This is an optimization exercise on Yosys and OpenROAD, whose aim is small area, not a production implementation. Function was checked by simulation only, so behaviour that the tests miss may differ from the original.

## alpha
## fixed_point_alu
module fixed_point_alu (
   input  logic        clock,
   input  logic        reset,
   input  logic        req_tvalid,
   output logic        req_tready,
   input  logic [71:0] req_tdata,
   output logic        rsp_tvalid,
   input  logic        rsp_tready,
   output logic [39:0] rsp_tdata
);
   logic adv;
   logic rsp_valid;
   assign adv        = ~rsp_valid | rsp_tready;
   assign req_tready = adv;
   assign rsp_tvalid = rsp_valid;
   logic        v0;
   logic [3:0]  cmd0;
   logic [31:0] a0, b0;
   always_ff @(posedge clock) begin
      if (reset)    v0 <= 1'b0;
      else if (adv) v0 <= req_tvalid;
      if (adv) begin
         cmd0 <= req_tdata[3:0];
         a0   <= req_tdata[35:4];
         b0   <= req_tdata[67:36];
      end
   end
   logic        is_inc, is_dec, is_sub, use_sub;
   logic [31:0] op2;
   logic [32:0] sum;
   logic        lt, eq, add_ovf;
   fixed_point_alu_add33 u_addsub (.a({a0[31], a0}), .b({op2[31], op2} ^ {33{use_sub}}), .ci(use_sub), .s(sum));
   always_comb begin
      is_inc  = cmd0 == 4'd12;
      is_dec  = cmd0 == 4'd13;
      is_sub  = cmd0 == 4'd1;
      use_sub = ~(cmd0 == 4'd0 || is_inc);
      op2     = (is_inc || is_dec) ? 32'd1 : b0;
      lt      = sum[32];
      eq      = a0 == b0;
      add_ovf = sum[32] ^ sum[31];
   end
   logic        msg;
   logic [63:0] prod;
   logic        mul_ovf;
   assign msg = a0[31] ^ b0[31];
   fixed_point_alu_mul u_mul (.a(a0), .b(b0), .p(prod));
   assign mul_ovf = ~(&prod[63:39] | ~|prod[63:39]);
   logic [31:0] ma, mb, bn;
   logic [62:0] as_;
   logic        ovfa, exact;
   always_comb begin
      ma    = a0[31] ? -a0 : a0;
      mb    = b0[31] ? -b0 : b0;
      ovfa  = (mb[31:9] == 23'd0) && (ma[31:23] >= mb[8:0]);
      exact = (mb[31:9] == 23'd0) && (ma[31:23] == mb[8:0]) && (ma[22:0] == 23'd0);
      bn    = mb;
      as_   = {31'd0, ma};
      if (bn[31:16] == 16'd0) begin bn = bn << 16; as_ = as_ << 16; end
      if (bn[31:24] == 8'd0)  begin bn = bn << 8;  as_ = as_ << 8;  end
      if (bn[31:28] == 4'd0)  begin bn = bn << 4;  as_ = as_ << 4;  end
  ...
export LEC_CHECK = 0
export CAP_MARGIN = 20
export CORE_MARGIN = 2
export CORE_UTILIZATION = 60
export CTS_BUF_LIST = sky130_fd_sc_hd__clkbuf_8 sky130_fd_sc_hd__clkbuf_16
export CTS_CLUSTER_DIAMETER = 80
export CTS_CLUSTER_SIZE = 30
export PLACE_DENSITY = 0.75
export SLEW_MARGIN = 20
create_clock -name core_clock -period 12.0 [get_ports {clock}]
run.sh (not shown) runs the stock make flow with config.mk's settings and CLKGATE_MAP_FILE= SYNTH_SCRIPT=/design/flow/synth_recipe.tcl, a recipe that flattens the netlist after the stock synthesis.
alpha completed end to end with timing, DRC and antenna clean.
> inputs changed (alpha -> beta)
Settings: CORE_UTILIZATION: 60 -> 40; PLACE_DENSITY: 0.75 -> 0.6.
[summary]
Final setup slack of the worst path ended up 0.10 ns higher on beta than on alpha.
Compared with alpha, in beta number of gates resized after cts moved down; floorplan die width went up.
Summary of beta over alpha: maximum frequency went up 0.00077 GHz, wire length of the first global-routing pass went up 4.3%, wire length went up about 6%, sequential share of cell area went down 0.54 points, routed length per placed instance went down about 4%.
Delta (beta minus alpha): final critical path time including I/O delays and setup dropped 0.10 ns.
Slowest stage cell on the critical path = sky130_fd_sc_hd__clkdlybuf4s50_1: beta; slowest stage cell on the critical path = sky130_fd_sc_hd__ha_1: alpha
diff inputs: beta => gamma
Settings: CORE_UTILIZATION now 55, was 40; PLACE_DENSITY now 0.7, was 0.6.
Notes after the runs:
- Summary of the comparison: placed standard-cell area is lower in gamma, relative to beta.
- Die area: gamma better than beta
- Worst slew margin relative to its limit: gamma better than beta
- Going from beta to gamma, the chip width was found to have gone down by about 15%.
- Across both runs, critical path buffer and inverter count was lower for gamma than for beta.
- [gamma] growth of design area from synthesis to finish fell 2.1 points relative to beta
- On hold slack, beta and gamma are neck and neck.
- Any difference in clock-pin slew of the registers on the worst-case setup and hold paths between gamma and beta is small enough to ignore.
- Sort beta and gamma by total length of routed wires asc -> top: gamma
> inputs changed (gamma -> delta)
Settings: swapping 0.7 for 0.8 in PLACE_DENSITY; swapping 55 for 65 in CORE_UTILIZATION.
--- outcome ---
delta completed end to end with timing, DRC and antenna clean. delta contains more vias than gamma. Final clock period utilization by the worst path, gamma and delta: higher on delta. For the met1 capacity usage during global routing, delta came in 5.1 points higher than gamma did.
Setup changes, delta to epsilon
Settings: clearing CTS_CLUSTER_SIZE, which used to be 30; swapping 65 for 40 in CORE_UTILIZATION; swapping 0.8 for 0.6 in PLACE_DENSITY; clearing CTS_BUF_LIST, which used to be sky130_fd_sc_hd__clkbuf_8 sky130_fd_sc_hd__clkbuf_16; clearing CTS_CLUSTER_DIAMETER, which used to be 80.
Results
The depth of the critical timing path with buffers and inverters included in delta is 1.14 times that in epsilon. Diff delta -> epsilon: die outline area went up, normalized max-slew margin fell by 7.2 points. When the final numbers for delta and epsilon were put side by side, the die span in y turned out to be greater in epsilon.

---

== rev 12 ==
fixed_point_alu, a different RTL version from the one above (not shown whole).
For scale: roughly 11000 cells after synthesis, about 120 I/O pins.
==> flow/config.mk <==
export PLATFORM = sky130hd
export DESIGN_NAME = fixed_point_alu
export DESIGN_NICKNAME = fixed_point_alu
export VERILOG_FILES = /design/flow/design.v
export SDC_FILE = /design/flow/constraint.sdc
export NUM_CORES = 4
export LEC_CHECK = 0
export CAP_MARGIN = 5
export CORE_MARGIN = 2
export CORE_UTILIZATION = 40
export CTS_BUF_LIST = sky130_fd_sc_hd__clkbuf_4 sky130_fd_sc_hd__clkbuf_8
export PLACE_DENSITY = 0.6
export SLEW_MARGIN = 5
==> flow/constraint.sdc <==
create_clock -name core_clock -period 12.0 [get_ports {clock}]
set_input_delay 2.4000 -clock core_clock [delete_from_list [all_inputs] [get_ports {clock}]]
set_output_delay 2.4000 -clock core_clock [all_outputs]
set_load 0.01 [all_outputs]
Rev 12 closes out successfully: all stages finished, all timing, DRC and antenna checks passed.
The following lists how rev 13 was set up differently from rev 12:
- SLEW_MARGIN: 5 -> 20
- CTS_BUF_LIST: sky130_fd_sc_hd__clkbuf_4 sky130_fd_sc_hd__clkbuf_8 -> unset
- CAP_MARGIN: 5 -> 20
- In terms of final area, rev 12 and rev 13 differ only marginally.
- Against rev 12, rev 13 reports a filler-free cell count of the finished design that is lower.
- From rev 12 to rev 13 the numbers moved as follows: clock skew now larger, number of clock buffer instances in the layout shows a reduction of 39%, shortest clock period the worst path allows after layout has increased.

---

Another version of the RTL of fixed_point_alu (not shown whole).
Size: about 9900 cells after synthesis, ~120 I/O pins.
Design fixed_point_alu, start of the top module:
module fixed_point_alu (
   input  logic        clock,
   input  logic        reset,
   input  logic        req_tvalid,
   output logic        req_tready,
   input  logic [71:0] req_tdata,
   output logic        rsp_tvalid,
   input  logic        rsp_tready,
   output logic [39:0] rsp_tdata
);
   logic adv;
   logic rsp_valid;
   assign adv        = ~rsp_valid | rsp_tready;
   assign req_tready = adv;
   assign rsp_tvalid = rsp_valid;
   logic        v0;
   logic [3:0]  cmd0;
   logic [31:0] a0, b0;
   always_ff @(posedge clock) begin
      if (reset)    v0 <= 1'b0;
      else if (adv) v0 <= req_tvalid;
      if (adv) begin
         cmd0 <= req_tdata[3:0];
         a0   <= req_tdata[35:4];
         b0   <= req_tdata[67:36];
      end
   end
   logic        is_inc, is_dec, is_sub, use_sub;
   logic [31:0] op2;
   logic [32:0] sum;
   logic        lt, eq, add_ovf;
   fixed_point_alu_add33 u_addsub (.a({a0[31], a0}), .b({op2[31], op2} ^ {33{use_sub}}), .ci(use_sub), .s(sum));
   always_comb begin
      is_inc  = cmd0 == 4'd12;
      is_dec  = cmd0 == 4'd13;
      is_sub  = cmd0 == 4'd1;
      use_sub = ~(cmd0 == 4'd0 || is_inc);
      op2     = (is_inc || is_dec) ? 32'd1 : b0;
      lt      = sum[32];
      eq      = a0 == b0;
      add_ovf = sum[32] ^ sum[31];
   end
   logic        msg;
   logic [63:0] prod;
   logic        mul_ovf;
   assign msg = a0[31] ^ b0[31];
   fixed_point_alu_mul u_mul (.a(a0), .b(b0), .p(prod));
   assign mul_ovf = ~(&prod[63:39] | ~|prod[63:39]);
   logic [31:0] ma, mb, bn;
   logic [62:0] as_;
   logic        ovfa, exact;
   always_comb begin
      ma    = a0[31] ? -a0 : a0;
      mb    = b0[31] ? -b0 : b0;
  ...
==> flow/config.mk <==
export PLATFORM = sky130hd
export DESIGN_NAME = fixed_point_alu
export DESIGN_NICKNAME = fixed_point_alu
export VERILOG_FILES = /design/flow/design.v
export SDC_FILE = /design/flow/constraint.sdc
export NUM_CORES = 4
export LEC_CHECK = 0
export CAP_MARGIN = 20
export CORE_MARGIN = 2
export CORE_UTILIZATION = 40
export CTS_BUF_LIST = sky130_fd_sc_hd__clkbuf_8 sky130_fd_sc_hd__clkbuf_16
export CTS_CLUSTER_DIAMETER = 80
export CTS_CLUSTER_SIZE = 30
export PLACE_DENSITY = 0.6
export SLEW_MARGIN = 20
==> flow/constraint.sdc <==
create_clock -name core_clock -period 12.0 [get_ports {clock}]
set_input_delay 2.4000 -clock core_clock [delete_from_list [all_inputs] [get_ports {clock}]]
set_output_delay 2.4000 -clock core_clock [all_outputs]
set_load 0.01 [all_outputs]
The starting point passed the timing, DRC and antenna checks.
Next try:
Settings changed: CTS_BUF_LIST sky130_fd_sc_hd__clkbuf_8 sky130_fd_sc_hd__clkbuf_16 to unset, CTS_CLUSTER_DIAMETER 80 to unset, CTS_CLUSTER_SIZE 30 to unset.
Critical path depth is unchanged.
Die area is unchanged.

==> separate check: timing with driven ports <==
How much do the figures lean on ideal ports? The routed layouts below were timed once more, with nothing changed but the port constraints.
Step 1 assumes that a clkbuf_16 drives the clock port and a buf_2 every other input.
Step 2, shift: input delay + t, output delay - t, t = (earliest + latest rising clock arrival at the registers) / 2. This alone moves slack from input paths to output paths.
Three values: ideal ports, drivers, drivers and shift; two values: the first two.
run | shift t [ns] | slack for setup (ns) | worst setup path after step 2 | worst register clock-pin slew, ns
alpha | 0.827 | 0.467 / 0.467 / 0.467 | register to register | 0.11 / 0.11
beta | 0.828 | 0.569 / 0.473 / 0.672 | register to register | 0.11 / 0.11
gamma | 0.808 | 0.525 / 0.430 / 0.725 | register to register | 0.11 / 0.11
delta | 0.822 | 0.450 / 0.450 / 0.450 | register to register | 0.11 / 0.11
epsilon | 0.855 | 0.592 / 0.493 / 0.657 | register to register | 0.08 / 0.08
rev 12 | 1.012 | 0.472 / 0.390 / 0.599 | register to register | 0.08 / 0.08
rev 13 | 0.904 | 0.402 / 0.321 / 0.696 | register to register | 0.08 / 0.08
the first run of note 3 | 0.788 | 0.587 / 0.587 / 0.587 | register to register | 0.11 / 0.11
the second run of note 3 | 0.861 | 0.531 / 0.531 / 0.531 | register to register | 0.08 / 0.08
After both steps every run listed still meets setup and hold.
